This is an optimization exercise on Yosys and OpenROAD, whose aim is small area, not a production implementation.
RTL that was checked went through simulation tests only; none was proved equivalent to the original.
Only the layout flow was run in run 1; the RTL was not checked for function there.

<file path="flow/design.v">
module window_mult_pipe #(
  parameter int K   = 3,
  parameter int NI  = 8,
  parameter int NF  = 8,
  parameter int LAT = 2,
  parameter int CW  = 5
) (
  input  logic                            clk,
  input  logic                            rst_n,
  input  logic                            in_valid,
  output logic                            in_ready,
  input  logic                            sgn_i,
  input  logic [K*K*NI-1:0]               i_flat,
  input  logic [K*K*NF-1:0]               f_flat,
  input  logic [CW-1:0]                   row_in,
  input  logic [CW-1:0]                   col_in,
  input  logic                            done_in,
  output logic                            out_valid,
  input  logic                            out_ready,
  output logic [K*K*(NI+NF)-1:0]          d_flat,
  output logic [CW-1:0]                   row_out,
  output logic [CW-1:0]                   col_out,
  output logic                            done_out,
  output logic [NI+NF+$clog2(K*K)-1:0]    sum_o
);
  localparam int N  = K * K;
  localparam int W  = NI + NF;
  localparam int SW = W + $clog2(N);
  localparam int SB = 2 * CW + 1;
  logic w_en;
  assign w_en     = !out_valid || out_ready;
  assign in_ready = w_en;
  logic [2:0] r_vld;
  always_ff @(posedge clk or negedge rst_n) begin
    if (!rst_n)    r_vld <= '0;
    else if (w_en) r_vld <= {r_vld[1:0], in_valid};
  end
  assign out_valid = r_vld[2];
  logic [N*NI-1:0] r1_i;
  logic [N*NF-1:0] r1_f;
  logic            r1_s;
  logic [SB-1:0]   r1_sb, r2_sb, r3_sb;
  logic [N*W-1:0]  r2_d, r3_d;
  logic [N*W-1:0]  w_prod;
  for (genvar e = 0; e < N; e++) begin : g_lane
    wm_mul u_mul (.p(r1_i[e*NI +: NI]), .pn(~r1_i[e*NI +: NI]), .s(r1_s), .f(r1_f[e*NF +: NF]),
                  .fn(~r1_f[e*NF +: NF]), .y(w_prod[e*W +: W]));
  end
  always_ff @(posedge clk) begin
    if (w_en) begin
      r1_i  <= i_flat;
      r1_f  <= f_flat;
      r1_s  <= sgn_i;
      r1_sb <= {done_in, col_in, row_in};
      r2_d  <= w_prod;
      r2_sb <= r1_sb;
      r3_d  <= r2_d;
      r3_sb <= r2_sb;
    end
  end
  logic [SW-1:0] w_sum;
  wm_sum u_sum (.d(r3_d), .y(w_sum));
  assign d_flat   = r3_d;
  assign row_out  = r3_sb[CW-1:0];
  assign col_out  = r3_sb[2*CW-1:CW];
  assign done_out = r3_sb[2*CW];
  assign sum_o    = w_sum;
endmodule
module wm_cpa20 (input logic [19:0] a, input logic [19:0] b, output logic [19:0] y);
  assign y = a + b;
endmodule
module wm_fa (input logic a, input logic b, input logic c, output logic s, output logic co);
  assign s  = a ^ b ^ c;
  assign co = (a & b) | (a & c) | (b & c);
endmodule
module wm_ha (input logic a, input logic b, output logic s, output logic co);
  assign s  = a ^ b;
  assign co = a & b;
endmodule
module wm_mul (
  input  logic [7:0]  p,
  input  logic [7:0]  pn,
  input  logic        s,
  input  logic [7:0]  f,
  input  logic [7:0]  fn,
  output logic [15:0] y
);
  wire q = s & p[7];
  wire pp1 = ~(pn[0] | fn[0]);
  wire pp2 = ~(pn[0] | fn[1]);
  wire pp3 = ~(pn[1] | fn[0]);
  wire pp4 = ~(pn[0] | fn[2]);
  wire pp5 = ~(pn[1] | fn[1]);
  wire pp6 = ~(pn[2] | fn[0]);
  wire pp7 = ~(pn[0] | fn[3]);
  wire pp8 = ~(pn[1] | fn[2]);
  wire pp9 = ~(pn[2] | fn[1]);
  wire pp10 = ~(pn[3] | fn[0]);
  wire pp11 = ~(pn[0] | fn[4]);
  wire pp12 = ~(pn[1] | fn[3]);
  wire pp13 = ~(pn[2] | fn[2]);
  wire pp14 = ~(pn[3] | fn[1]);
  wire pp15 = ~(pn[4] | fn[0]);
  wire pp16 = ~(pn[0] | fn[5]);
  wire pp17 = ~(pn[1] | fn[4]);
  wire pp18 = ~(pn[2] | fn[3]);
  wire pp19 = ~(pn[3] | fn[2]);
  wire pp20 = ~(pn[4] | fn[1]);
  wire pp21 = ~(pn[5] | fn[0]);
  wire pp22 = ~(pn[0] | fn[6]);
  wire pp23 = ~(pn[1] | fn[5]);
  wire pp24 = ~(pn[2] | fn[4]);
  wire pp25 = ~(pn[3] | fn[3]);
  wire pp26 = ~(pn[4] | fn[2]);
  wire pp27 = ~(pn[5] | fn[1]);
  wire pp28 = ~(pn[6] | fn[0]);
  wire pp29 = ~(p[0] & f[7]);
  wire pp30 = ~(pn[1] | fn[6]);
  wire pp31 = ~(pn[2] | fn[5]);
  wire pp32 = ~(pn[3] | fn[4]);
  wire pp33 = ~(pn[4] | fn[3]);
  wire pp34 = ~(pn[5] | fn[2]);
  wire pp35 = ~(pn[6] | fn[1]);
  wire pp36 = ~(pn[7] | fn[0]) ^ s;
  wire pp37 = ~(p[1] & f[7]);
  wire pp38 = ~(pn[2] | fn[6]);
  wire pp39 = ~(pn[3] | fn[5]);
  wire pp40 = ~(pn[4] | fn[4]);
  wire pp41 = ~(pn[5] | fn[3]);
  wire pp42 = ~(pn[6] | fn[2]);
  wire pp43 = ~(pn[7] | fn[1]) ^ s;
  wire pp44 = ~(p[2] & f[7]);
  wire pp45 = ~(pn[3] | fn[6]);
  wire pp46 = ~(pn[4] | fn[5]);
  wire pp47 = ~(pn[5] | fn[4]);
  wire pp48 = ~(pn[6] | fn[3]);
  wire pp49 = ~(pn[7] | fn[2]) ^ s;
  wire pp50 = ~(p[3] & f[7]);
  wire pp51 = ~(pn[4] | fn[6]);
  wire pp52 = ~(pn[5] | fn[5]);
  wire pp53 = ~(pn[6] | fn[4]);
  wire pp54 = ~(pn[7] | fn[3]) ^ s;
  wire pp55 = ~(p[4] & f[7]);
  wire pp56 = ~(pn[5] | fn[6]);
  wire pp57 = ~(pn[6] | fn[5]);
  wire pp58 = ~(pn[7] | fn[4]) ^ s;
  wire pp59 = ~(p[5] & f[7]);
  wire pp60 = ~(pn[6] | fn[6]);
  wire pp61 = ~(pn[7] | fn[5]) ^ s;
  wire pp62 = ~(p[6] & f[7]);
  wire pp63 = ~(pn[7] | fn[6]) ^ s;
  wire pp64 = ~(pn[7] | fn[7]) ^ s;
  wire pp65 = ~(pn[7] | fn[7]) ^ s;
  wire s66, c67;
  wm_ha u_ha68 (.a(pp4), .b(pp5), .s(s66), .co(c67));
  wire s69, c70;
  wm_fa u_fa71 (.a(pp7), .b(pp8), .c(pp9), .s(s69), .co(c70));
  wire s72, c73;
  wm_ha u_ha74 (.a(pp10), .b(c67), .s(s72), .co(c73));
  wire s75, c76;
  wm_fa u_fa77 (.a(pp11), .b(pp12), .c(pp13), .s(s75), .co(c76));
  wire s78, c79;
  wm_fa u_fa80 (.a(pp14), .b(pp15), .c(c70), .s(s78), .co(c79));
  wire s81, c82;
  wm_ha u_ha83 (.a(c73), .b(s75), .s(s81), .co(c82));
  wire s84, c85;
  wm_fa u_fa86 (.a(pp16), .b(pp17), .c(pp18), .s(s84), .co(c85));
  wire s87, c88;
  wm_fa u_fa89 (.a(pp19), .b(pp20), .c(pp21), .s(s87), .co(c88));
  wire s90, c91;
  wm_fa u_fa92 (.a(c76), .b(s84), .c(s87), .s(s90), .co(c91));
  wire s93, c94;
  wm_ha u_ha95 (.a(c82), .b(c79), .s(s93), .co(c94));
  wire s96, c97;
  wm_fa u_fa98 (.a(pp22), .b(pp23), .c(pp24), .s(s96), .co(c97));
  wire s99, c100;
  wm_fa u_fa101 (.a(pp25), .b(pp26), .c(pp27), .s(s99), .co(c100));
  wire s102, c103;
  wm_fa u_fa104 (.a(pp28), .b(c85), .c(c88), .s(s102), .co(c103));
  wire s105, c106;
  wm_fa u_fa107 (.a(s96), .b(s99), .c(s102), .s(s105), .co(c106));
  wire s108, c109;
  wm_ha u_ha110 (.a(c91), .b(c94), .s(s108), .co(c109));
  wire s111, c112;
  wm_fa u_fk113 (.a(1'b1), .b(s), .c(pp29), .s(s111), .co(c112));
  wire s114, c115;
  wm_fa u_fa116 (.a(pp30), .b(pp31), .c(pp32), .s(s114), .co(c115));
  wire s117, c118;
  wm_fa u_fa119 (.a(pp33), .b(pp34), .c(pp35), .s(s117), .co(c118));
  wire s120, c121;
  wm_fa u_fa122 (.a(pp36), .b(c97), .c(c100), .s(s120), .co(c121));
  wire s123, c124;
  wm_fa u_fa125 (.a(s111), .b(s114), .c(s117), .s(s123), .co(c124));
  wire s126, c127;
  wm_fa u_fa128 (.a(c103), .b(s120), .c(s123), .s(s126), .co(c127));
  wire s129, c130;
  wm_ha u_ha131 (.a(c109), .b(c106), .s(s129), .co(c130));
  wire s132, c133;
  wm_fa u_fa134 (.a(pp37), .b(pp38), .c(pp39), .s(s132), .co(c133));
  wire s135, c136;
  wm_fa u_fa137 (.a(pp40), .b(pp41), .c(pp42), .s(s135), .co(c136));
  wire s138, c139;
  wm_fa u_fa140 (.a(pp43), .b(c112), .c(c115), .s(s138), .co(c139));
  wire s141, c142;
  wm_fa u_fa143 (.a(c118), .b(s132), .c(s135), .s(s141), .co(c142));
  wire s144, c145;
  wm_fa u_fa146 (.a(c121), .b(s138), .c(c124), .s(s144), .co(c145));
  wire s147, c148;
  wm_fa u_fa149 (.a(s141), .b(c127), .c(s144), .s(s147), .co(c148));
  wire s150, c151;
  wm_fa u_fa152 (.a(pp44), .b(pp45), .c(pp46), .s(s150), .co(c151));
  wire s153, c154;
  wm_fa u_fa155 (.a(pp47), .b(pp48), .c(pp49), .s(s153), .co(c154));
  wire s156, c157;
  wm_fa u_fa158 (.a(c133), .b(c136), .c(s150), .s(s156), .co(c157));
  wire s159, c160;
  wm_fa u_fa161 (.a(s153), .b(c139), .c(c142), .s(s159), .co(c160));
  wire s162, c163;
  wm_fa u_fa164 (.a(s156), .b(c145), .c(s159), .s(s162), .co(c163));
  wire s165, c166;
  wm_fa u_fa167 (.a(pp50), .b(pp51), .c(pp52), .s(s165), .co(c166));
  wire s168, c169;
  wm_fa u_fa170 (.a(pp53), .b(pp54), .c(c151), .s(s168), .co(c169));
  wire s171, c172;
  wm_fa u_fa173 (.a(s165), .b(c154), .c(c157), .s(s171), .co(c172));
  wire s174, c175;
  wm_fa u_fa176 (.a(s168), .b(c160), .c(s171), .s(s174), .co(c175));
  wire s177, c178;
  wm_fa u_fa179 (.a(pp55), .b(pp56), .c(pp57), .s(s177), .co(c178));
  wire s180, c181;
  wm_fa u_fa182 (.a(pp58), .b(c166), .c(s177), .s(s180), .co(c181));
  wire s183, c184;
  wm_fa u_fa185 (.a(c169), .b(s180), .c(c172), .s(s183), .co(c184));
  wire s186, c187;
  wm_fa u_fa188 (.a(pp59), .b(pp60), .c(pp61), .s(s186), .co(c187));
  wire s189, c190;
  wm_fa u_fa191 (.a(c178), .b(s186), .c(c181), .s(s189), .co(c190));
  wire s192, c193;
  wm_fa u_fa194 (.a(pp62), .b(pp63), .c(c187), .s(s192), .co(c193));
  wire n195 = ~pp64;
  wire x196 = 1'b1 ^ pp65;
  wire s197, c198;
  wm_ha u_ha199 (.a(pp2), .b(pp3), .s(s197), .co(c198));
  wire s200, c201;
  wm_fa u_fa202 (.a(pp6), .b(s66), .c(c198), .s(s200), .co(c201));
  wire s203, c204;
  wm_fa u_fa205 (.a(s69), .b(s72), .c(c201), .s(s203), .co(c204));
  wire s206, c207;
  wm_fa u_fa208 (.a(s81), .b(s78), .c(c204), .s(s206), .co(c207));
  wire s209, c210;
  wm_fa u_fa211 (.a(s90), .b(s93), .c(c207), .s(s209), .co(c210));
  wire s212, c213;
  wm_fa u_fa214 (.a(s108), .b(s105), .c(c210), .s(s212), .co(c213));
  wire s215, c216;
  wm_fa u_fa217 (.a(s126), .b(s129), .c(c213), .s(s215), .co(c216));
  wire s218, c219;
  wm_fa u_fa220 (.a(c130), .b(s147), .c(c216), .s(s218), .co(c219));
  wire s221, c222;
  wm_fa u_fa223 (.a(c148), .b(s162), .c(c219), .s(s221), .co(c222));
  wire s224, c225;
  wm_ha u_ha226 (.a(c163), .b(s174), .s(s224), .co(c225));
  wire s227, c228;
  wm_fa u_fa229 (.a(c175), .b(s183), .c(c225), .s(s227), .co(c228));
  wire s230, c231;
  wm_fa u_fa232 (.a(s189), .b(c184), .c(c228), .s(s230), .co(c231));
  wire s233, c234;
  wm_fa u_fa235 (.a(s192), .b(c190), .c(c231), .s(s233), .co(c234));
  wire s236, c237;
  wm_fa u_fa238 (.a(n195), .b(c193), .c(c234), .s(s236), .co(c237));
  wire x239 = pp64 ^ x196 ^ c237;
  wire y240 = s224 ^ c222;
  wire k241 = c222 & s224;
  wire y242 = s227 ^ k241;
  wire k243 = k241 & s227;
  wire y244 = s230 ^ k243;
  wire k245 = k243 & s230;
  wire y246 = s233 ^ k245;
  wire k247 = k245 & s233;
  wire y248 = s236 ^ k247;
  wire k249 = k247 & s236;
  wire y250 = x239 ^ k249;
  assign y = {y250, y248, y246, y244, y242, y240, s221, s218, s215, s212, s209, s206, s203, s200, s197, pp1};
endmodule
module wm_sum (
  input  logic [143:0] d,
  output logic [19:0]  y
);
  wire t1 = ~d[15];
  wire t2 = ~d[31];
  wire t3 = ~d[47];
  wire t4 = ~d[63];
  wire t5 = ~d[79];
  wire t6 = ~d[95];
  wire t7 = ~d[111];
  wire t8 = ~d[127];
  wire t9 = ~d[143];
  wire n10 = ~t1;
  wire n11 = ~t1;
  wire n12 = ~t1;
  wire s13, c14;
  wm_fa u_fa15 (.a(d[0]), .b(d[16]), .c(d[32]), .s(s13), .co(c14));
  wire s16, c17;
  wm_fa u_fa18 (.a(d[48]), .b(d[64]), .c(d[80]), .s(s16), .co(c17));
  wire s19, c20;
  wm_fa u_fa21 (.a(d[96]), .b(d[112]), .c(d[128]), .s(s19), .co(c20));
  wire s22, c23;
  wm_ha u_ha24 (.a(s13), .b(s16), .s(s22), .co(c23));
  wire s25, c26;
  wm_fa u_fa27 (.a(d[1]), .b(d[17]), .c(d[33]), .s(s25), .co(c26));
  wire s28, c29;
  wm_fa u_fa30 (.a(d[49]), .b(d[65]), .c(d[81]), .s(s28), .co(c29));
  wire s31, c32;
  wm_fa u_fa33 (.a(d[97]), .b(d[113]), .c(d[129]), .s(s31), .co(c32));
  wire s34, c35;
  wm_fa u_fa36 (.a(c14), .b(c17), .c(c20), .s(s34), .co(c35));
  wire s37, c38;
  wm_fa u_fa39 (.a(s25), .b(s28), .c(s31), .s(s37), .co(c38));
  wire s40, c41;
  wm_ha u_ha42 (.a(c23), .b(s34), .s(s40), .co(c41));
  wire s43, c44;
  wm_fa u_fa45 (.a(d[2]), .b(d[18]), .c(d[34]), .s(s43), .co(c44));
  wire s46, c47;
  wm_fa u_fa48 (.a(d[50]), .b(d[66]), .c(d[82]), .s(s46), .co(c47));
  wire s49, c50;
  wm_fa u_fa51 (.a(d[98]), .b(d[114]), .c(d[130]), .s(s49), .co(c50));
  wire s52, c53;
  wm_fa u_fa54 (.a(c26), .b(c29), .c(c32), .s(s52), .co(c53));
  wire s55, c56;
  wm_fa u_fa57 (.a(s43), .b(s46), .c(s49), .s(s55), .co(c56));
  wire s58, c59;
  wm_fa u_fa60 (.a(c35), .b(c38), .c(s52), .s(s58), .co(c59));
  wire s61, c62;
  wm_ha u_ha63 (.a(s55), .b(c41), .s(s61), .co(c62));
  wire s64, c65;
  wm_fa u_fa66 (.a(d[3]), .b(d[19]), .c(d[35]), .s(s64), .co(c65));
  wire s67, c68;
  wm_fa u_fa69 (.a(d[51]), .b(d[67]), .c(d[83]), .s(s67), .co(c68));
  wire s70, c71;
  wm_fa u_fa72 (.a(d[99]), .b(d[115]), .c(d[131]), .s(s70), .co(c71));
  wire s73, c74;
  wm_fa u_fa75 (.a(c44), .b(c47), .c(c50), .s(s73), .co(c74));
  wire s76, c77;
  wm_fa u_fa78 (.a(s64), .b(s67), .c(s70), .s(s76), .co(c77));
  wire s79, c80;
  wm_fa u_fa81 (.a(c53), .b(c56), .c(s73), .s(s79), .co(c80));
  wire s82, c83;
  wm_fa u_fa84 (.a(s76), .b(c59), .c(c62), .s(s82), .co(c83));
  wire s85, c86;
  wm_fa u_fa87 (.a(d[4]), .b(d[20]), .c(d[36]), .s(s85), .co(c86));
  wire s88, c89;
  wm_fa u_fa90 (.a(d[52]), .b(d[68]), .c(d[84]), .s(s88), .co(c89));
  wire s91, c92;
  wm_fa u_fa93 (.a(d[100]), .b(d[116]), .c(d[132]), .s(s91), .co(c92));
  wire s94, c95;
  wm_fa u_fa96 (.a(c65), .b(c68), .c(c71), .s(s94), .co(c95));
  wire s97, c98;
  wm_fa u_fa99 (.a(s85), .b(s88), .c(s91), .s(s97), .co(c98));
  wire s100, c101;
  wm_fa u_fa102 (.a(c74), .b(c77), .c(s94), .s(s100), .co(c101));
  wire s103, c104;
  wm_fa u_fa105 (.a(s97), .b(c80), .c(s100), .s(s103), .co(c104));
  wire s106, c107;
  wm_fa u_fa108 (.a(d[5]), .b(d[21]), .c(d[37]), .s(s106), .co(c107));
  wire s109, c110;
  wm_fa u_fa111 (.a(d[53]), .b(d[69]), .c(d[85]), .s(s109), .co(c110));
  wire s112, c113;
  wm_fa u_fa114 (.a(d[101]), .b(d[117]), .c(d[133]), .s(s112), .co(c113));
  wire s115, c116;
  wm_fa u_fa117 (.a(c86), .b(c89), .c(c92), .s(s115), .co(c116));
  wire s118, c119;
  wm_fa u_fa120 (.a(s106), .b(s109), .c(s112), .s(s118), .co(c119));
  wire s121, c122;
  wm_fa u_fa123 (.a(c95), .b(c98), .c(s115), .s(s121), .co(c122));
  wire s124, c125;
  wm_fa u_fa126 (.a(s118), .b(c101), .c(s121), .s(s124), .co(c125));
  wire s127, c128;
  wm_fa u_fa129 (.a(d[6]), .b(d[22]), .c(d[38]), .s(s127), .co(c128));
  wire s130, c131;
  wm_fa u_fa132 (.a(d[54]), .b(d[70]), .c(d[86]), .s(s130), .co(c131));
  wire s133, c134;
  wm_fa u_fa135 (.a(d[102]), .b(d[118]), .c(d[134]), .s(s133), .co(c134));
  wire s136, c137;
  wm_fa u_fa138 (.a(c107), .b(c110), .c(c113), .s(s136), .co(c137));
  wire s139, c140;
  wm_fa u_fa141 (.a(s127), .b(s130), .c(s133), .s(s139), .co(c140));
  wire s142, c143;
  wm_fa u_fa144 (.a(c116), .b(c119), .c(s136), .s(s142), .co(c143));
  wire s145, c146;
  wm_fa u_fa147 (.a(s139), .b(c122), .c(s142), .s(s145), .co(c146));
  wire s148, c149;
  wm_fa u_fa150 (.a(d[7]), .b(d[23]), .c(d[39]), .s(s148), .co(c149));
  wire s151, c152;
  wm_fa u_fa153 (.a(d[55]), .b(d[71]), .c(d[87]), .s(s151), .co(c152));
  wire s154, c155;
  wm_fa u_fa156 (.a(d[103]), .b(d[119]), .c(d[135]), .s(s154), .co(c155));
  wire s157, c158;
  wm_fa u_fa159 (.a(c128), .b(c131), .c(c134), .s(s157), .co(c158));
  wire s160, c161;
  wm_fa u_fa162 (.a(s148), .b(s151), .c(s154), .s(s160), .co(c161));
  wire s163, c164;
  wm_fa u_fa165 (.a(c137), .b(c140), .c(s157), .s(s163), .co(c164));
  wire s166, c167;
  wm_fa u_fa168 (.a(s160), .b(c143), .c(s163), .s(s166), .co(c167));
  wire s169, c170;
  wm_fa u_fa171 (.a(d[8]), .b(d[24]), .c(d[40]), .s(s169), .co(c170));
  wire s172, c173;
  wm_fa u_fa174 (.a(d[56]), .b(d[72]), .c(d[88]), .s(s172), .co(c173));
  wire s175, c176;
  wm_fa u_fa177 (.a(d[104]), .b(d[120]), .c(d[136]), .s(s175), .co(c176));
  wire s178, c179;
  wm_fa u_fa180 (.a(c149), .b(c152), .c(c155), .s(s178), .co(c179));
  wire s181, c182;
  wm_fa u_fa183 (.a(s169), .b(s172), .c(s175), .s(s181), .co(c182));
  wire s184, c185;
  wm_fa u_fa186 (.a(c158), .b(c161), .c(s178), .s(s184), .co(c185));
  wire s187, c188;
  wm_fa u_fa189 (.a(s181), .b(c164), .c(s184), .s(s187), .co(c188));
  wire s190, c191;
  wm_fa u_fa192 (.a(d[9]), .b(d[25]), .c(d[41]), .s(s190), .co(c191));
  wire s193, c194;
  wm_fa u_fa195 (.a(d[57]), .b(d[73]), .c(d[89]), .s(s193), .co(c194));
  wire s196, c197;
  wm_fa u_fa198 (.a(d[105]), .b(d[121]), .c(d[137]), .s(s196), .co(c197));
  wire s199, c200;
  wm_fa u_fa201 (.a(c170), .b(c173), .c(c176), .s(s199), .co(c200));
  wire s202, c203;
  wm_fa u_fa204 (.a(s190), .b(s193), .c(s196), .s(s202), .co(c203));
  wire s205, c206;
  wm_fa u_fa207 (.a(c179), .b(c182), .c(s199), .s(s205), .co(c206));
  wire s208, c209;
  wm_fa u_fa210 (.a(s202), .b(c185), .c(s205), .s(s208), .co(c209));
  wire s211, c212;
  wm_fa u_fa213 (.a(d[10]), .b(d[26]), .c(d[42]), .s(s211), .co(c212));
  wire s214, c215;
  wm_fa u_fa216 (.a(d[58]), .b(d[74]), .c(d[90]), .s(s214), .co(c215));
  wire s217, c218;
  wm_fa u_fa219 (.a(d[106]), .b(d[122]), .c(d[138]), .s(s217), .co(c218));
  wire s220, c221;
  wm_fa u_fa222 (.a(c191), .b(c194), .c(c197), .s(s220), .co(c221));
  wire s223, c224;
  wm_fa u_fa225 (.a(s211), .b(s214), .c(s217), .s(s223), .co(c224));
  wire s226, c227;
  wm_fa u_fa228 (.a(c200), .b(c203), .c(s220), .s(s226), .co(c227));
  wire s229, c230;
  wm_fa u_fa231 (.a(s223), .b(c206), .c(s226), .s(s229), .co(c230));
  wire s232, c233;
  wm_fa u_fa234 (.a(d[11]), .b(d[27]), .c(d[43]), .s(s232), .co(c233));
  wire s235, c236;
  wm_fa u_fa237 (.a(d[59]), .b(d[75]), .c(d[91]), .s(s235), .co(c236));
  wire s238, c239;
  wm_fa u_fa240 (.a(d[107]), .b(d[123]), .c(d[139]), .s(s238), .co(c239));
  wire s241, c242;
  wm_fa u_fa243 (.a(c212), .b(c215), .c(c218), .s(s241), .co(c242));
  wire s244, c245;
  wm_fa u_fa246 (.a(s232), .b(s235), .c(s238), .s(s244), .co(c245));
  wire s247, c248;
  wm_fa u_fa249 (.a(c221), .b(c224), .c(s241), .s(s247), .co(c248));
  wire s250, c251;
  wm_fa u_fa252 (.a(s244), .b(c227), .c(s247), .s(s250), .co(c251));
  wire s253, c254;
  wm_fa u_fa255 (.a(d[12]), .b(d[28]), .c(d[44]), .s(s253), .co(c254));
  wire s256, c257;
  wm_fa u_fa258 (.a(d[60]), .b(d[76]), .c(d[92]), .s(s256), .co(c257));
  wire s259, c260;
  wm_fa u_fa261 (.a(d[108]), .b(d[124]), .c(d[140]), .s(s259), .co(c260));
  wire s262, c263;
  wm_fa u_fa264 (.a(c233), .b(c236), .c(c239), .s(s262), .co(c263));
  wire s265, c266;
  wm_fa u_fa267 (.a(s253), .b(s256), .c(s259), .s(s265), .co(c266));
  wire s268, c269;
  wm_fa u_fa270 (.a(c242), .b(c245), .c(s262), .s(s268), .co(c269));
  wire s271, c272;
  wm_fa u_fa273 (.a(s265), .b(c248), .c(s268), .s(s271), .co(c272));
  wire s274, c275;
  wm_fa u_fa276 (.a(d[13]), .b(d[29]), .c(d[45]), .s(s274), .co(c275));
  wire s277, c278;
  wm_fa u_fa279 (.a(d[61]), .b(d[77]), .c(d[93]), .s(s277), .co(c278));
  wire s280, c281;
  wm_fa u_fa282 (.a(d[109]), .b(d[125]), .c(d[141]), .s(s280), .co(c281));
  wire s283, c284;
  wm_fa u_fa285 (.a(c254), .b(c257), .c(c260), .s(s283), .co(c284));
  wire s286, c287;
  wm_fa u_fa288 (.a(s274), .b(s277), .c(s280), .s(s286), .co(c287));
  wire s289, c290;
  wm_fa u_fa291 (.a(c263), .b(c266), .c(s283), .s(s289), .co(c290));
  wire s292, c293;
  wm_fa u_fa294 (.a(s286), .b(c269), .c(s289), .s(s292), .co(c293));
  wire s295, c296;
  wm_fa u_fa297 (.a(d[14]), .b(d[30]), .c(d[46]), .s(s295), .co(c296));
  wire s298, c299;
  wm_fa u_fa300 (.a(d[62]), .b(d[78]), .c(d[94]), .s(s298), .co(c299));
  wire s301, c302;
  wm_fa u_fa303 (.a(d[110]), .b(d[126]), .c(d[142]), .s(s301), .co(c302));
  wire s304, c305;
  wm_fa u_fa306 (.a(c275), .b(c278), .c(c281), .s(s304), .co(c305));
  wire s307, c308;
  wm_fa u_fa309 (.a(s295), .b(s298), .c(s301), .s(s307), .co(c308));
  wire s310, c311;
  wm_fa u_fa312 (.a(c284), .b(c287), .c(s304), .s(s310), .co(c311));
  wire s313, c314;
  wm_fa u_fa315 (.a(s307), .b(c290), .c(s310), .s(s313), .co(c314));
  wire s316, c317;
  wm_fa u_fa318 (.a(t2), .b(t3), .c(t4), .s(s316), .co(c317));
  wire s319, c320;
  wm_fa u_fa321 (.a(t5), .b(t6), .c(t7), .s(s319), .co(c320));
  wire s322, c323;
  wm_fa u_fa324 (.a(t8), .b(t9), .c(n10), .s(s322), .co(c323));
  wire s325, c326;
  wm_fa u_fa327 (.a(c296), .b(c299), .c(c302), .s(s325), .co(c326));
  wire s328, c329;
  wm_fa u_fa330 (.a(s316), .b(s319), .c(s322), .s(s328), .co(c329));
  wire s331, c332;
  wm_fa u_fa333 (.a(c305), .b(c308), .c(s325), .s(s331), .co(c332));
  wire s334, c335;
  wm_fa u_fa336 (.a(s328), .b(c311), .c(s331), .s(s334), .co(c335));
  wire s337, c338;
  wm_fa u_fa339 (.a(n11), .b(c317), .c(c320), .s(s337), .co(c338));
  wire s340, c341;
  wm_fa u_fa342 (.a(c323), .b(c326), .c(s337), .s(s340), .co(c341));
  wire s343, c344;
  wm_fa u_fa345 (.a(c329), .b(c332), .c(s340), .s(s343), .co(c344));
  wire s346, c347;
  wm_fa u_fa348 (.a(n12), .b(c338), .c(c341), .s(s346), .co(c347));
  wire s349, c350;
  wm_ha u_ha351 (.a(s19), .b(s22), .s(s349), .co(c350));
  wire s352, c353;
  wm_ha u_ha354 (.a(s37), .b(s40), .s(s352), .co(c353));
  wire s355, c356;
  wm_ha u_ha357 (.a(s58), .b(s61), .s(s355), .co(c356));
  wire s358, c359;
  wm_ha u_ha360 (.a(s79), .b(s82), .s(s358), .co(c359));
  wire s361, c362;
  wm_ha u_ha363 (.a(c83), .b(s103), .s(s361), .co(c362));
  wire s364, c365;
  wm_ha u_ha366 (.a(c104), .b(s124), .s(s364), .co(c365));
  wire s367, c368;
  wm_ha u_ha369 (.a(c125), .b(s145), .s(s367), .co(c368));
  wire s370, c371;
  wm_ha u_ha372 (.a(c146), .b(s166), .s(s370), .co(c371));
  wire s373, c374;
  wm_ha u_ha375 (.a(c167), .b(s187), .s(s373), .co(c374));
  wire s376, c377;
  wm_ha u_ha378 (.a(c188), .b(s208), .s(s376), .co(c377));
  wire s379, c380;
  wm_ha u_ha381 (.a(c209), .b(s229), .s(s379), .co(c380));
  wire s382, c383;
  wm_ha u_ha384 (.a(c230), .b(s250), .s(s382), .co(c383));
  wire s385, c386;
  wm_ha u_ha387 (.a(c251), .b(s271), .s(s385), .co(c386));
  wire s388, c389;
  wm_ha u_ha390 (.a(c272), .b(s292), .s(s388), .co(c389));
  wire s391, c392;
  wm_ha u_ha393 (.a(c293), .b(s313), .s(s391), .co(c392));
  wire s394, c395;
  wm_ha u_ha396 (.a(c314), .b(s334), .s(s394), .co(c395));
  wire s397, c398;
  wm_ha u_ha399 (.a(c335), .b(s343), .s(s397), .co(c398));
  wire s400, c401;
  wm_ha u_ha402 (.a(c344), .b(s346), .s(s400), .co(c401));
  wire s403, c404;
  wm_ha u_ha405 (.a(t1), .b(c347), .s(s403), .co(c404));
  wire [19:0] pfx406;
  wm_pfx20 u_pfx406 (.g({1'b0, c404, c401, c398, c395, c392, c389, c386, c383, c380, c377, c374, c371, c368, c365, c362, c359, c356, c353, c350}), .p({1'b1, s403, s400, s397, s394, s391, s388, s385, s382, s379, s376, s373, s370, s367, s364, s361, s358, s355, s352, s349}), .y(pfx406));
  assign y = {pfx406[19], pfx406[18], pfx406[17], pfx406[16], pfx406[15], pfx406[14], pfx406[13], pfx406[12], pfx406[11], pfx406[10], pfx406[9], pfx406[8], pfx406[7], pfx406[6], pfx406[5], pfx406[4], pfx406[3], pfx406[2], pfx406[1], pfx406[0]};
endmodule
module wm_pfx20 (
  input  logic [19:0] g,
  input  logic [19:0] p,
  output logic [19:0] y
);
  wire G1 = g[1] | (p[1] & g[0]);
  wire P2 = p[1] & p[0];
  wire G3 = g[3] | (p[3] & g[2]);
  wire P4 = p[3] & p[2];
  wire G5 = g[5] | (p[5] & g[4]);
  wire P6 = p[5] & p[4];
  wire G7 = g[7] | (p[7] & g[6]);
  wire P8 = p[7] & p[6];
  wire G9 = g[9] | (p[9] & g[8]);
  wire P10 = p[9] & p[8];
  wire G11 = g[11] | (p[11] & g[10]);
  wire P12 = p[11] & p[10];
  wire G13 = g[13] | (p[13] & g[12]);
  wire P14 = p[13] & p[12];
  wire G15 = g[15] | (p[15] & g[14]);
  wire P16 = p[15] & p[14];
  wire G17 = g[17] | (p[17] & g[16]);
  wire P18 = p[17] & p[16];
  wire G19 = g[19] | (p[19] & g[18]);
  wire P20 = p[19] & p[18];
  wire G21 = g[2] | (p[2] & G1);
  wire P22 = p[2] & P2;
  wire G23 = G3 | (P4 & G1);
  wire P24 = P4 & P2;
  wire G25 = g[6] | (p[6] & G5);
  wire P26 = p[6] & P6;
  wire G27 = G7 | (P8 & G5);
  wire P28 = P8 & P6;
  wire G29 = g[10] | (p[10] & G9);
  wire P30 = p[10] & P10;
  wire G31 = G11 | (P12 & G9);
  wire P32 = P12 & P10;
  wire G33 = g[14] | (p[14] & G13);
  wire P34 = p[14] & P14;
  wire G35 = G15 | (P16 & G13);
  wire P36 = P16 & P14;
  wire G37 = g[18] | (p[18] & G17);
  wire P38 = p[18] & P18;
  wire G39 = G19 | (P20 & G17);
  wire P40 = P20 & P18;
  wire G41 = g[4] | (p[4] & G23);
  wire P42 = p[4] & P24;
  wire G43 = G5 | (P6 & G23);
  wire P44 = P6 & P24;
  wire G45 = G25 | (P26 & G23);
  wire P46 = P26 & P24;
  wire G47 = G27 | (P28 & G23);
  wire P48 = P28 & P24;
  wire G49 = g[12] | (p[12] & G31);
  wire P50 = p[12] & P32;
  wire G51 = G13 | (P14 & G31);
  wire P52 = P14 & P32;
  wire G53 = G33 | (P34 & G31);
  wire P54 = P34 & P32;
  wire G55 = G35 | (P36 & G31);
  wire P56 = P36 & P32;
  wire G57 = g[8] | (p[8] & G47);
  wire P58 = p[8] & P48;
  wire G59 = G9 | (P10 & G47);
  wire P60 = P10 & P48;
  wire G61 = G29 | (P30 & G47);
  wire P62 = P30 & P48;
  wire G63 = G31 | (P32 & G47);
  wire P64 = P32 & P48;
  wire G65 = G49 | (P50 & G47);
  wire P66 = P50 & P48;
  wire G67 = G51 | (P52 & G47);
  wire P68 = P52 & P48;
  wire G69 = G53 | (P54 & G47);
  wire P70 = P54 & P48;
  wire G71 = G55 | (P56 & G47);
  wire P72 = P56 & P48;
  wire G73 = g[16] | (p[16] & G71);
  wire P74 = p[16] & P72;
  wire G75 = G17 | (P18 & G71);
  wire P76 = P18 & P72;
  wire G77 = G37 | (P38 & G71);
  wire P78 = P38 & P72;
  wire G79 = G39 | (P40 & G71);
  wire P80 = P40 & P72;
  assign y = {p[19] ^ G77, p[18] ^ G75, p[17] ^ G73, p[16] ^ G71, p[15] ^ G69, p[14] ^ G67, p[13] ^ G65, p[12] ^ G63, p[11] ^ G61, p[10] ^ G59, p[9] ^ G57, p[8] ^ G47, p[7] ^ G45, p[6] ^ G43, p[5] ^ G41, p[4] ^ G23, p[3] ^ G21, p[2] ^ G1, p[1] ^ g[0], p[0]};
endmodule
</file>
<file path="flow/flow/run.sh">
#!/bin/bash
# The standard layout, with the port buffers made of the smallest buffer and a clock tree
# without dummy loads. Each tool's output goes to orfs/logs; make's own output to flow_make.log.
set -euo pipefail
bash standard.sh \
  "BUFFER_PORTS_ARGS=-buffer_cell sky130_fd_sc_hd__buf_1" \
  "CTS_ARGS=-sink_clustering_enable -repair_clock_nets -dont_use_dummy_load -sink_clustering_size 18 -sink_clustering_max_diameter 60 -buf_list {sky130_fd_sc_hd__clkbuf_8}" \
  finish > flow_make.log 2>&1
</file>
<file path="flow/standard.sh">
#!/bin/bash
# synth_recipe.tcl (not shown) runs the flow's synth.tcl, then flattens the netlist and writes it again
# the make line also repeats each setting of config.mk as NAME=value (left out here)
make -C /OpenROAD-flow-scripts/flow DESIGN_CONFIG=/design/flow/config.mk WORK_HOME=/design/flow/orfs CLKGATE_MAP_FILE= SYNTH_SCRIPT=/design/flow/synth_recipe.tcl "${@:-finish}"
</file>
<file path="flow/config.mk">
export PLATFORM = sky130hd
export DESIGN_NAME = window_mult_pipe
export DESIGN_NICKNAME = window_mult_pipe
export VERILOG_FILES = /design/flow/design.v
export SDC_FILE = /design/flow/constraint.sdc
export NUM_CORES = 4
export LEC_CHECK = 0
export CAP_MARGIN = 20
export CORE_MARGIN = 2
export CORE_UTILIZATION = 76
export PLACE_DENSITY = 0.86
export SLEW_MARGIN = 20
export SYNTH_HIERARCHICAL = 1
</file>
<file path="flow/constraint.sdc">
create_clock -name core_clock -period 6.5 [get_ports {clk}]
set_input_delay 1.3000 -clock core_clock [delete_from_list [all_inputs] [get_ports {clk}]]
set_output_delay 1.3000 -clock core_clock [all_outputs]
set_load 0.01 [all_outputs]
</file>
==> results of run 1 <==
routing by layer:
metal,vias up,global-route usage [%],wire [um]
met5,-,0,12
met4,2,12.68,3350
met3,178,8.840,7967
met2,982,52.88,34970
met1,9279,46.75,26470
li1,7460,-,-
layout by cell type (no fill, tap or decap), types with 2 or more instances in the layout:
cell type and count:
inv_1 157, conb_1 10, nor2_2 36, xor2_1 65
fa_1 544, buf_4 21, ha_1 139, buf_12 3
nor2_1 450, fa_2 6, buf_1 333, dfrtp_1 3
edfxtp_1 466, a21oi_1 8, o21ai_1 2, xnor2_1 27
a21oi_2 2, o31ai_4 2, nand3_1 3, clkbuf_8 38
clkbuf_2 3, ha_2 2, xnor2_2 3, ha_4 3
nor2_4 36, nand2_1 68, mux2_4 2, diode_2 2
registers in the layout, indices dropped and copies added (netlist names):
name,cells
r1_i,72
r2_sb,11
r1_f,72
r3_d,144
r1_s,1
r_vld,3
r3_sb,11
r1_sb,11
r2_d,144
final cells by class:
class	instances	area (sq um)	share of cell area (%)
Multi-Input combinational cell	1426	16710	48.95
Antenna cell	2	5.005	0.01466
Tap cell	585	732.0	2.144
Timing Repair Buffer	361	1510	4.424
Inverter	157	589.3	1.726
Clock buffer	38	523.0	1.532
Sequential cell	469	14070	41.21
final timing paths:
check | from | end
min in group asynchronous | rst_n | r_vld[2]
worst min-delay path | r2_sb[9] | r3_sb[9]
worst min register to register | r2_sb[9] | r3_sb[9]
worst max register to register | r1_f[17] | r2_d[47]
max in group asynchronous | rst_n | r_vld[1]
worst max-delay path | r3_d[98] | sum_o[17]
stage by stage:
step	worst slack (ns)	cell area [sq um]	hold WS [ns]
3_3_place_gp	0.7649	33350	0.4007
3_5_place_dp	0.6695	33350	0.4045
6_report	-0.08117	34140	0.3922
5_1_grt	-0.1405	34140	0.3973
4_1_cts	-0.01064	33890	0.3939
2_1_floorplan	0.6609	33180	0.4003
worst max-delay path, stage by stage (launching register included):
cell and delay, ns:
edfxtp_1 0.46, fa_1 0.55, fa_1 0.45, fa_1 0.62
fa_1 0.49, ha_1 0.41, nand3_1 0.17, a211oi_4 0.26
o311ai_4 0.19, o31ai_4 0.38, ha_1 0.22, nor2_1 0.07
xnor2_2 0.19, clkbuf_2 0.18
what timing repair did:
item,4_1_cts,5_1_grt
endpoints found under the setup margin,3,6
resized for setup,1,32
pin swaps,1,10
buffers inserted,1,9
hold buffers,0,0
==> impl_metrics.csv, run 1 <==
group,metric,value,unit
status,status,"failed layout checks",
status,violations,"setup timing",
yosys,syn_inst,2278,
place,place_congestion,0.9459,
critical_path,critPathRequiredTime,5.20,ns
sta,maxSlewHeadroom,26.05,%
routing,drc,0,
layout,area_delta_synth_final,2.885,%
place,dp_hpwl,58650,um
floorplan,initial_utilization,77.03,%
global_routing,grt.total_usage,33.79,%
floorplan,die_area,45350,sq um
sta,skew,0.05573,ns
routing,vias,17901,
run,max-cap-violations,0,
routing,routedWlPerCell,23.95,um
cts,cts_buffer_depth,3,
sta,min_period_over_period,101.2,%
worst_hold_path,worst_hold_path_type,"reg -> reg",
critical_path,cp-start-kind,"flip-flop",
layout,fillers,2430,
sta,period_needed,6.581,ns
cts,clock_latency,0.64,ns
sta,slew_violations,0,
critical_path,worstPathArrival,5.28,ns
global_routing,grt_pass1_wl,110300,um
cts,tritoncts,"built",
worst_hold_path,holdPathStages,0,
critical_path,reg2regPathDepth,17,
routing,wl,72770,um
cts,clk_pin_slew,0.10,ns
critical_path,path_class,"reg -> out",
yosys,syn_nets,3132,
yosys,yosysWarnings,7,
layout,nets,3307,
sta,setup_tns,-0.1580,ns
cts,cts-root-buf,"clkbuf_8",
cts,htreeDepth,2,
place,numPortBuffers,336,
critical_path,reg2reg_slack,0.77,ns
yosys,syn_avg_cell_area,14.57,sq um
global_routing,grt_pass1_vias,19159,
routing,dr.pass1.iters,6,
routing,initialDrtViolationCount,1943,
global_routing,grt_max_degree,186,
global_routing,antenna_found_initial,4,
routing,ant_nets,0,
layout,stdcell_count,3038,
cts,cts_sinks,469,
floorplan,rows,76,
sta,setup_viol,2,
critical_path,endpoint_kind,"primary output",
sta,hold_violations,0,
routing,via_per_inst,5.892,
floorplan,io_pins,337,
floorplan,core,43080,sq um
layout,fin_util,79.25,%
floorplan,dieHeight,213.0,um
floorplan,die_w,213.0,um
global_routing,globalRouteOverflowTotal,0,
critical_path,worst-path-max-fanout,3,
sta,setup_slack,-0.08117,ns
layout,drive_gt1_share,6.936,%
sta,worst_pin_slew,1.109,ns
sta,max_freq,0.1519,GHz
yosys,syn_area,33180,sq um
place,placed_cells,2987,
cts,cts_made_buffers,38,
==> inputs of run 2 (changes only) <==
--- a/flow/design.v
+++ b/flow/design.v
@@ -78,4 +78,13 @@
   assign co = a & b;
 endmodule
+module wm_go (input logic gh, input logic ph, input logic gl, output logic y);
+  assign y = gh | (ph & gl);
+endmodule
+module wm_and (input logic a, input logic b, output logic y);
+  assign y = a & b;
+endmodule
+module wm_xor (input logic a, input logic b, output logic y);
+  assign y = a ^ b;
+endmodule
 module wm_mul (
   input  logic [7:0]  p,
@@ -569,84 +578,164 @@
   output logic [19:0] y
 );
-  wire G1 = g[1] | (p[1] & g[0]);
-  wire P2 = p[1] & p[0];
-  wire G3 = g[3] | (p[3] & g[2]);
-  wire P4 = p[3] & p[2];
-  wire G5 = g[5] | (p[5] & g[4]);
-  wire P6 = p[5] & p[4];
-  wire G7 = g[7] | (p[7] & g[6]);
-  wire P8 = p[7] & p[6];
-  wire G9 = g[9] | (p[9] & g[8]);
-  wire P10 = p[9] & p[8];
-  wire G11 = g[11] | (p[11] & g[10]);
-  wire P12 = p[11] & p[10];
-  wire G13 = g[13] | (p[13] & g[12]);
-  wire P14 = p[13] & p[12];
-  wire G15 = g[15] | (p[15] & g[14]);
-  wire P16 = p[15] & p[14];
-  wire G17 = g[17] | (p[17] & g[16]);
-  wire P18 = p[17] & p[16];
-  wire G19 = g[19] | (p[19] & g[18]);
-  wire P20 = p[19] & p[18];
-  wire G21 = g[2] | (p[2] & G1);
-  wire P22 = p[2] & P2;
-  wire G23 = G3 | (P4 & G1);
-  wire P24 = P4 & P2;
-  wire G25 = g[6] | (p[6] & G5);
-  wire P26 = p[6] & P6;
-  wire G27 = G7 | (P8 & G5);
-  wire P28 = P8 & P6;
-  wire G29 = g[10] | (p[10] & G9);
-  wire P30 = p[10] & P10;
-  wire G31 = G11 | (P12 & G9);
-  wire P32 = P12 & P10;
-  wire G33 = g[14] | (p[14] & G13);
-  wire P34 = p[14] & P14;
-  wire G35 = G15 | (P16 & G13);
-  wire P36 = P16 & P14;
-  wire G37 = g[18] | (p[18] & G17);
-  wire P38 = p[18] & P18;
-  wire G39 = G19 | (P20 & G17);
-  wire P40 = P20 & P18;
-  wire G41 = g[4] | (p[4] & G23);
-  wire P42 = p[4] & P24;
-  wire G43 = G5 | (P6 & G23);
-  wire P44 = P6 & P24;
-  wire G45 = G25 | (P26 & G23);
-  wire P46 = P26 & P24;
-  wire G47 = G27 | (P28 & G23);
-  wire P48 = P28 & P24;
-  wire G49 = g[12] | (p[12] & G31);
-  wire P50 = p[12] & P32;
-  wire G51 = G13 | (P14 & G31);
-  wire P52 = P14 & P32;
-  wire G53 = G33 | (P34 & G31);
-  wire P54 = P34 & P32;
-  wire G55 = G35 | (P36 & G31);
-  wire P56 = P36 & P32;
-  wire G57 = g[8] | (p[8] & G47);
-  wire P58 = p[8] & P48;
-  wire G59 = G9 | (P10 & G47);
-  wire P60 = P10 & P48;
-  wire G61 = G29 | (P30 & G47);
-  wire P62 = P30 & P48;
-  wire G63 = G31 | (P32 & G47);
-  wire P64 = P32 & P48;
-  wire G65 = G49 | (P50 & G47);
-  wire P66 = P50 & P48;
-  wire G67 = G51 | (P52 & G47);
-  wire P68 = P52 & P48;
-  wire G69 = G53 | (P54 & G47);
-  wire P70 = P54 & P48;
-  wire G71 = G55 | (P56 & G47);
-  wire P72 = P56 & P48;
-  wire G73 = g[16] | (p[16] & G71);
-  wire P74 = p[16] & P72;
-  wire G75 = G17 | (P18 & G71);
-  wire P76 = P18 & P72;
-  wire G77 = G37 | (P38 & G71);
-  wire P78 = P38 & P72;
-  wire G79 = G39 | (P40 & G71);
-  wire P80 = P40 & P72;
-  assign y = {p[19] ^ G77, p[18] ^ G75, p[17] ^ G73, p[16] ^ G71, p[15] ^ G69, p[14] ^ G67, p[13] ^ G65, p[12] ^ G63, p[11] ^ G61, p[10] ^ G59, p[9] ^ G57, p[8] ^ G47, p[7] ^ G45, p[6] ^ G43, p[5] ^ G41, p[4] ^ G23, p[3] ^ G21, p[2] ^ G1, p[1] ^ g[0], p[0]};
+  wire G1;
+  wm_go u_go2 (.gh(g[1]), .ph(p[1]), .gl(g[0]), .y(G1));
+  wire G5;
+  wm_go u_go6 (.gh(g[3]), .ph(p[3]), .gl(g[2]), .y(G5));
+  wire P7;
+  wm_and u_pa8 (.a(p[3]), .b(p[2]), .y(P7));
+  wire G9;
+  wm_go u_go10 (.gh(g[5]), .ph(p[5]), .gl(g[4]), .y(G9));
+  wire P11;
+  wm_and u_pa12 (.a(p[5]), .b(p[4]), .y(P11));
+  wire G13;
+  wm_go u_go14 (.gh(g[7]), .ph(p[7]), .gl(g[6]), .y(G13));
+  wire P15;
+  wm_and u_pa16 (.a(p[7]), .b(p[6]), .y(P15));
+  wire G17;
+  wm_go u_go18 (.gh(g[9]), .ph(p[9]), .gl(g[8]), .y(G17));
+  wire P19;
+  wm_and u_pa20 (.a(p[9]), .b(p[8]), .y(P19));
+  wire G21;
+  wm_go u_go22 (.gh(g[11]), .ph(p[11]), .gl(g[10]), .y(G21));
+  wire P23;
+  wm_and u_pa24 (.a(p[11]), .b(p[10]), .y(P23));
+  wire G25;
+  wm_go u_go26 (.gh(g[13]), .ph(p[13]), .gl(g[12]), .y(G25));
+  wire P27;
+  wm_and u_pa28 (.a(p[13]), .b(p[12]), .y(P27));
+  wire G29;
+  wm_go u_go30 (.gh(g[15]), .ph(p[15]), .gl(g[14]), .y(G29));
+  wire P31;
+  wm_and u_pa32 (.a(p[15]), .b(p[14]), .y(P31));
+  wire G33;
+  wm_go u_go34 (.gh(g[17]), .ph(p[17]), .gl(g[16]), .y(G33));
+  wire P35;
+  wm_and u_pa36 (.a(p[17]), .b(p[16]), .y(P35));
+  wire G37;
+  wm_go u_go38 (.gh(g[19]), .ph(p[19]), .gl(g[18]), .y(G37));
+  wire P39;
+  wm_and u_pa40 (.a(p[19]), .b(p[18]), .y(P39));
+  wire G41;
+  wm_go u_go42 (.gh(g[2]), .ph(p[2]), .gl(G1), .y(G41));
+  wire G45;
+  wm_go u_go46 (.gh(G5), .ph(P7), .gl(G1), .y(G45));
+  wire G49;
+  wm_go u_go50 (.gh(g[6]), .ph(p[6]), .gl(G9), .y(G49));
+  wire P51;
+  wm_and u_pa52 (.a(p[6]), .b(P11), .y(P51));
+  wire G53;
+  wm_go u_go54 (.gh(G13), .ph(P15), .gl(G9), .y(G53));
+  wire P55;
+  wm_and u_pa56 (.a(P15), .b(P11), .y(P55));
+  wire G57;
+  wm_go u_go58 (.gh(g[10]), .ph(p[10]), .gl(G17), .y(G57));
+  wire P59;
+  wm_and u_pa60 (.a(p[10]), .b(P19), .y(P59));
+  wire G61;
+  wm_go u_go62 (.gh(G21), .ph(P23), .gl(G17), .y(G61));
+  wire P63;
+  wm_and u_pa64 (.a(P23), .b(P19), .y(P63));
+  wire G65;
+  wm_go u_go66 (.gh(g[14]), .ph(p[14]), .gl(G25), .y(G65));
+  wire P67;
+  wm_and u_pa68 (.a(p[14]), .b(P27), .y(P67));
+  wire G69;
+  wm_go u_go70 (.gh(G29), .ph(P31), .gl(G25), .y(G69));
+  wire P71;
+  wm_and u_pa72 (.a(P31), .b(P27), .y(P71));
+  wire G73;
+  wm_go u_go74 (.gh(g[18]), .ph(p[18]), .gl(G33), .y(G73));
+  wire P75;
+  wm_and u_pa76 (.a(p[18]), .b(P35), .y(P75));
+  wire G77;
+  wm_go u_go78 (.gh(G37), .ph(P39), .gl(G33), .y(G77));
+  wire P79;
+  wm_and u_pa80 (.a(P39), .b(P35), .y(P79));
+  wire G81;
+  wm_go u_go82 (.gh(g[4]), .ph(p[4]), .gl(G45), .y(G81));
+  wire G85;
+  wm_go u_go86 (.gh(G9), .ph(P11), .gl(G45), .y(G85));
+  wire G89;
+  wm_go u_go90 (.gh(G49), .ph(P51), .gl(G45), .y(G89));
+  wire G93;
+  wm_go u_go94 (.gh(G53), .ph(P55), .gl(G45), .y(G93));
+  wire G97;
+  wm_go u_go98 (.gh(g[12]), .ph(p[12]), .gl(G61), .y(G97));
+  wire P99;
+  wm_and u_pa100 (.a(p[12]), .b(P63), .y(P99));
+  wire G101;
+  wm_go u_go102 (.gh(G25), .ph(P27), .gl(G61), .y(G101));
+  wire P103;
+  wm_and u_pa104 (.a(P27), .b(P63), .y(P103));
+  wire G105;
+  wm_go u_go106 (.gh(G65), .ph(P67), .gl(G61), .y(G105));
+  wire P107;
+  wm_and u_pa108 (.a(P67), .b(P63), .y(P107));
+  wire G109;
+  wm_go u_go110 (.gh(G69), .ph(P71), .gl(G61), .y(G109));
+  wire P111;
+  wm_and u_pa112 (.a(P71), .b(P63), .y(P111));
+  wire G113;
+  wm_go u_go114 (.gh(g[8]), .ph(p[8]), .gl(G93), .y(G113));
+  wire G117;
+  wm_go u_go118 (.gh(G17), .ph(P19), .gl(G93), .y(G117));
+  wire G121;
+  wm_go u_go122 (.gh(G57), .ph(P59), .gl(G93), .y(G121));
+  wire G125;
+  wm_go u_go126 (.gh(G61), .ph(P63), .gl(G93), .y(G125));
+  wire G129;
+  wm_go u_go130 (.gh(G97), .ph(P99), .gl(G93), .y(G129));
+  wire G133;
+  wm_go u_go134 (.gh(G101), .ph(P103), .gl(G93), .y(G133));
+  wire G137;
+  wm_go u_go138 (.gh(G105), .ph(P107), .gl(G93), .y(G137));
+  wire G141;
+  wm_go u_go142 (.gh(G109), .ph(P111), .gl(G93), .y(G141));
+  wire G145;
+  wm_go u_go146 (.gh(g[16]), .ph(p[16]), .gl(G141), .y(G145));
+  wire G147;
+  wm_go u_go148 (.gh(G33), .ph(P35), .gl(G141), .y(G147));
+  wire G149;
+  wm_go u_go150 (.gh(G73), .ph(P75), .gl(G141), .y(G149));
+  wire G151;
+  wm_go u_go152 (.gh(G77), .ph(P79), .gl(G141), .y(G151));
+  wire Y153;
+  wm_xor u_x154 (.a(p[1]), .b(g[0]), .y(Y153));
+  wire Y155;
+  wm_xor u_x156 (.a(p[2]), .b(G1), .y(Y155));
+  wire Y157;
+  wm_xor u_x158 (.a(p[3]), .b(G41), .y(Y157));
+  wire Y159;
+  wm_xor u_x160 (.a(p[4]), .b(G45), .y(Y159));
+  wire Y161;
+  wm_xor u_x162 (.a(p[5]), .b(G81), .y(Y161));
+  wire Y163;
+  wm_xor u_x164 (.a(p[6]), .b(G85), .y(Y163));
+  wire Y165;
+  wm_xor u_x166 (.a(p[7]), .b(G89), .y(Y165));
+  wire Y167;
+  wm_xor u_x168 (.a(p[8]), .b(G93), .y(Y167));
+  wire Y169;
+  wm_xor u_x170 (.a(p[9]), .b(G113), .y(Y169));
+  wire Y171;
+  wm_xor u_x172 (.a(p[10]), .b(G117), .y(Y171));
+  wire Y173;
+  wm_xor u_x174 (.a(p[11]), .b(G121), .y(Y173));
+  wire Y175;
+  wm_xor u_x176 (.a(p[12]), .b(G125), .y(Y175));
+  wire Y177;
+  wm_xor u_x178 (.a(p[13]), .b(G129), .y(Y177));
+  wire Y179;
+  wm_xor u_x180 (.a(p[14]), .b(G133), .y(Y179));
+  wire Y181;
+  wm_xor u_x182 (.a(p[15]), .b(G137), .y(Y181));
+  wire Y183;
+  wm_xor u_x184 (.a(p[16]), .b(G141), .y(Y183));
+  wire Y185;
+  wm_xor u_x186 (.a(p[17]), .b(G145), .y(Y185));
+  wire Y187;
+  wm_xor u_x188 (.a(p[18]), .b(G147), .y(Y187));
+  wire Y189;
+  wm_xor u_x190 (.a(p[19]), .b(G149), .y(Y189));
+  assign y = {Y189, Y187, Y185, Y183, Y181, Y179, Y177, Y175, Y173, Y171, Y169, Y167, Y165, Y163, Y161, Y159, Y157, Y155, Y153, p[0]};
 endmodule
==> run 2 against run 1 <==
The run now finishes clean. Wire length is 3.3% lower. Final cell count decreased by 0.36%. Maximum frequency grew 4.2%. Count of clock-buffer cells in the layout up 3. First-iteration DRC count fell by 9.3%. Sequential cell count unchanged. Synthesized area up 0.61%.
==> impl_metrics.csv, run 2 <==
group,metric,value,unit
critical_path,endpoint_kind,"primary output",
sta,period_needed,6.314,ns
sta,skew,0.04618,ns
critical_path,reg2reg_from,"r1_f[41]",
critical_path,critPathRequiredTime,5.20,ns
floorplan,rows,76,
cts,tritoncts,"built",
critical_path,critPathBufInv,1,
layout,nets,3293,
critical_path,worstPathArrival,5.01,ns
sta,setup_viol,0,
yosys,yosysWarnings,7,
yosys,syn_avg_cell_area,14.50,sq um
global_routing,met1_usage,44.84,%
routing,drc,0,
layout,diodes,0,
yosys,syn_nets,3151,
sta,holdWs,0.3894,ns
sta,setup_slack,0.1859,ns
cts,cts_sinks,469,
global_routing,gr-usage-met2,52.62,%
cts,cts-root-buf,"clkbuf_8",
global_routing,grtUsageMet3,7.132,%
routing,ant_nets,0,
floorplan,dieHeight,213.6,um
yosys,syn_area,33390,sq um
critical_path,reg2regPathDepth,17,
floorplan,core,43170,sq um
place,numPortBuffers,336,
layout,layout_commonest_cell,"fa_1",
cts,clk_pin_slew,0.11,ns
global_routing,grt_max_degree,178,
cts,clock_latency,0.63,ns
global_routing,grt.total_usage,33.03,%
status,status,"timing/DRC/antenna clean",
critical_path,worst-path-max-fanout,9,
critical_path,slowest_stage,"fa_1",
worst_hold_path,min_from,"r2_d[72]",
floorplan,die_area,45620,sq um
floorplan,io_pins,337,
layout,fillers,2564,
worst_hold_path,worst_hold_path_type,"reg -> reg",
layout,reg.largest.list,"r2_d (144), r3_d (144)",
routing,initialDrtViolationCount,1763,
cts,cts_made_buffers,41,
layout,area_delta_synth_final,1.675,%
sta,setup_tns,0,ns
global_routing,grt_pass1_vias,19396,
floorplan,die_w,213.6,um
run,max-cap-violations,0,
sta,max_freq,0.1584,GHz
sta,worst_pin_slew,1.055,ns
global_routing,antenna_found_initial,0,
cts,htreeDepth,2,
global_routing,globalRouteOverflowTotal,0,
routing,via_per_inst,5.893,
cts,postCtsHoldBufs,0,
global_routing,grt-busiest-layer,"met2",
routing,routedWlPerCell,23.24,um
place,dpl_worst_slack,0.8360,ns
sta,maxSlewHeadroom,29.68,%
routing,vias,17838,
global_routing,grt_pass1_wl,109000,um
layout,drive_gt1_share,5.119,%
routing,wl,70350,um
layout,final_cell_mix,"550 x fa_1, 466 x edfxtp_1, 441 x nor2_1, 336 x buf_1, 153 x inv_1",
place,place_congestion,0.8934,
worst_hold_path,holdPathStages,0,
sta,min_period_over_period,97.14,%
critical_path,crit_cells,12,
place,dp_hpwl,56600,um
routing,dr.pass1.iters,6,
critical_path,critPathMaxStageDelay,0.62,ns
critical_path,startpoint,"r3_d[97]",
cts,cts_buffer_depth,3,
critical_path,cp-start-kind,"flip-flop",
critical_path,path_delay_family,"adder cells",
sta,slew_violations,0,
floorplan,initial_utilization,77.33,%
critical_path,path_class,"reg -> out",
yosys,syn_inst,2302,
sta,hold_violations,0,
critical_path,path_cells,"fa_1 -> fa_1 -> fa_1 -> fa_1 -> ha_1 -> a21o_1 -> a21o_1 -> a21o_2 -> a21o_1 -> a21o_1 -> xor2_1 -> buf_1",
sta,rsz0062_at_grt,"false",
[run 2: metrics by stage]
| step | area (sq um) | instances | utilization [%] |
|---|---|---|---|
| after CTS | 33940 | 3027 | 78.63 |
| after global routing | 33950 | 3027 | 78.63 |
| after detailed placement | 33380 | 2986 | 77.32 |
| after floorplan | 33390 | 2302 | - |
| final | 33950 | 3027 | 78.63 |
| after global placement | 33380 | 2986 | 77.32 |
[run 2: worst register-to-register path, delay by kind of cell, from the launching register on]
family	cells	cell delay [ns]
buf+inv	1	0.29
xor+xnor	1	0.13
fa+ha+maj	14	4.40
simple gates	1	0.10
flops	1	0.39
[run 2: path summary, 6_finish.rpt]
path                              to  slack [ns]
hold reg to reg             r3_d[72]        0.39
setup / recovery           sum_o[17]        0.19
hold / removal              r3_d[72]        0.39
min in group asynchronous   r_vld[1]        0.46
setup reg to reg            r2_d[95]        0.92
max in group asynchronous   r_vld[0]        5.83
[run 2: cell type report]
cell class / count / area [sq um] / area share [%]
clock buffers: 41 / 564.3 / 1.662
flip-flops and latches: 469 / 14070 / 41.44
inverters: 153 / 574.3 / 1.692
multi-input cells: 1435 / 16630 / 49.00
repair buffers: 344 / 1371 / 4.040
well taps: 585 / 732.0 / 2.156
[run 2: timing repair]
item,CTS,global route
endpoints found under the setup margin,0,2
setup buffers,0,0
gates resized for setup,0,1
[run 2: layer usage]
layer | share of wire, % | up-vias
li1 | - | 7427
met4 | 5.4 | 0
met3 | 9.7 | 185
met1 | 36 | 9302
met5 | 0 | -
met2 | 49 | 924

-- what the ideal ports hide --
In the flow no input, the clock included, has a driving cell. The finished layouts below were timed again as built, in two steps.
Step 1 (the two cells are an assumption about what drives the block):
set clk [get_ports {clk}]
set_driving_cell -lib_cell sky130_fd_sc_hd__clkbuf_16 $clk
set_driving_cell -lib_cell sky130_fd_sc_hd__buf_2 [delete_from_list [all_inputs] $clk]
Step 2 adds t to the input delays and takes it off the output delays; t is the mean of the earliest and latest rising clock arrival at the registers after step 1. Input paths then give back, and output paths get back, about the clock's delay inside the block.
Slacks: no drivers / after step 1 / after step 2; pairs: no drivers / after step 1.
run | t (ns) | setup slack, ns | pins driven straight from the clock port
run 1 | 0.670 | -0.081 / -0.140 / 0.530 | 1
run 2 | 0.671 | 0.186 / 0.129 / 0.800 | 1
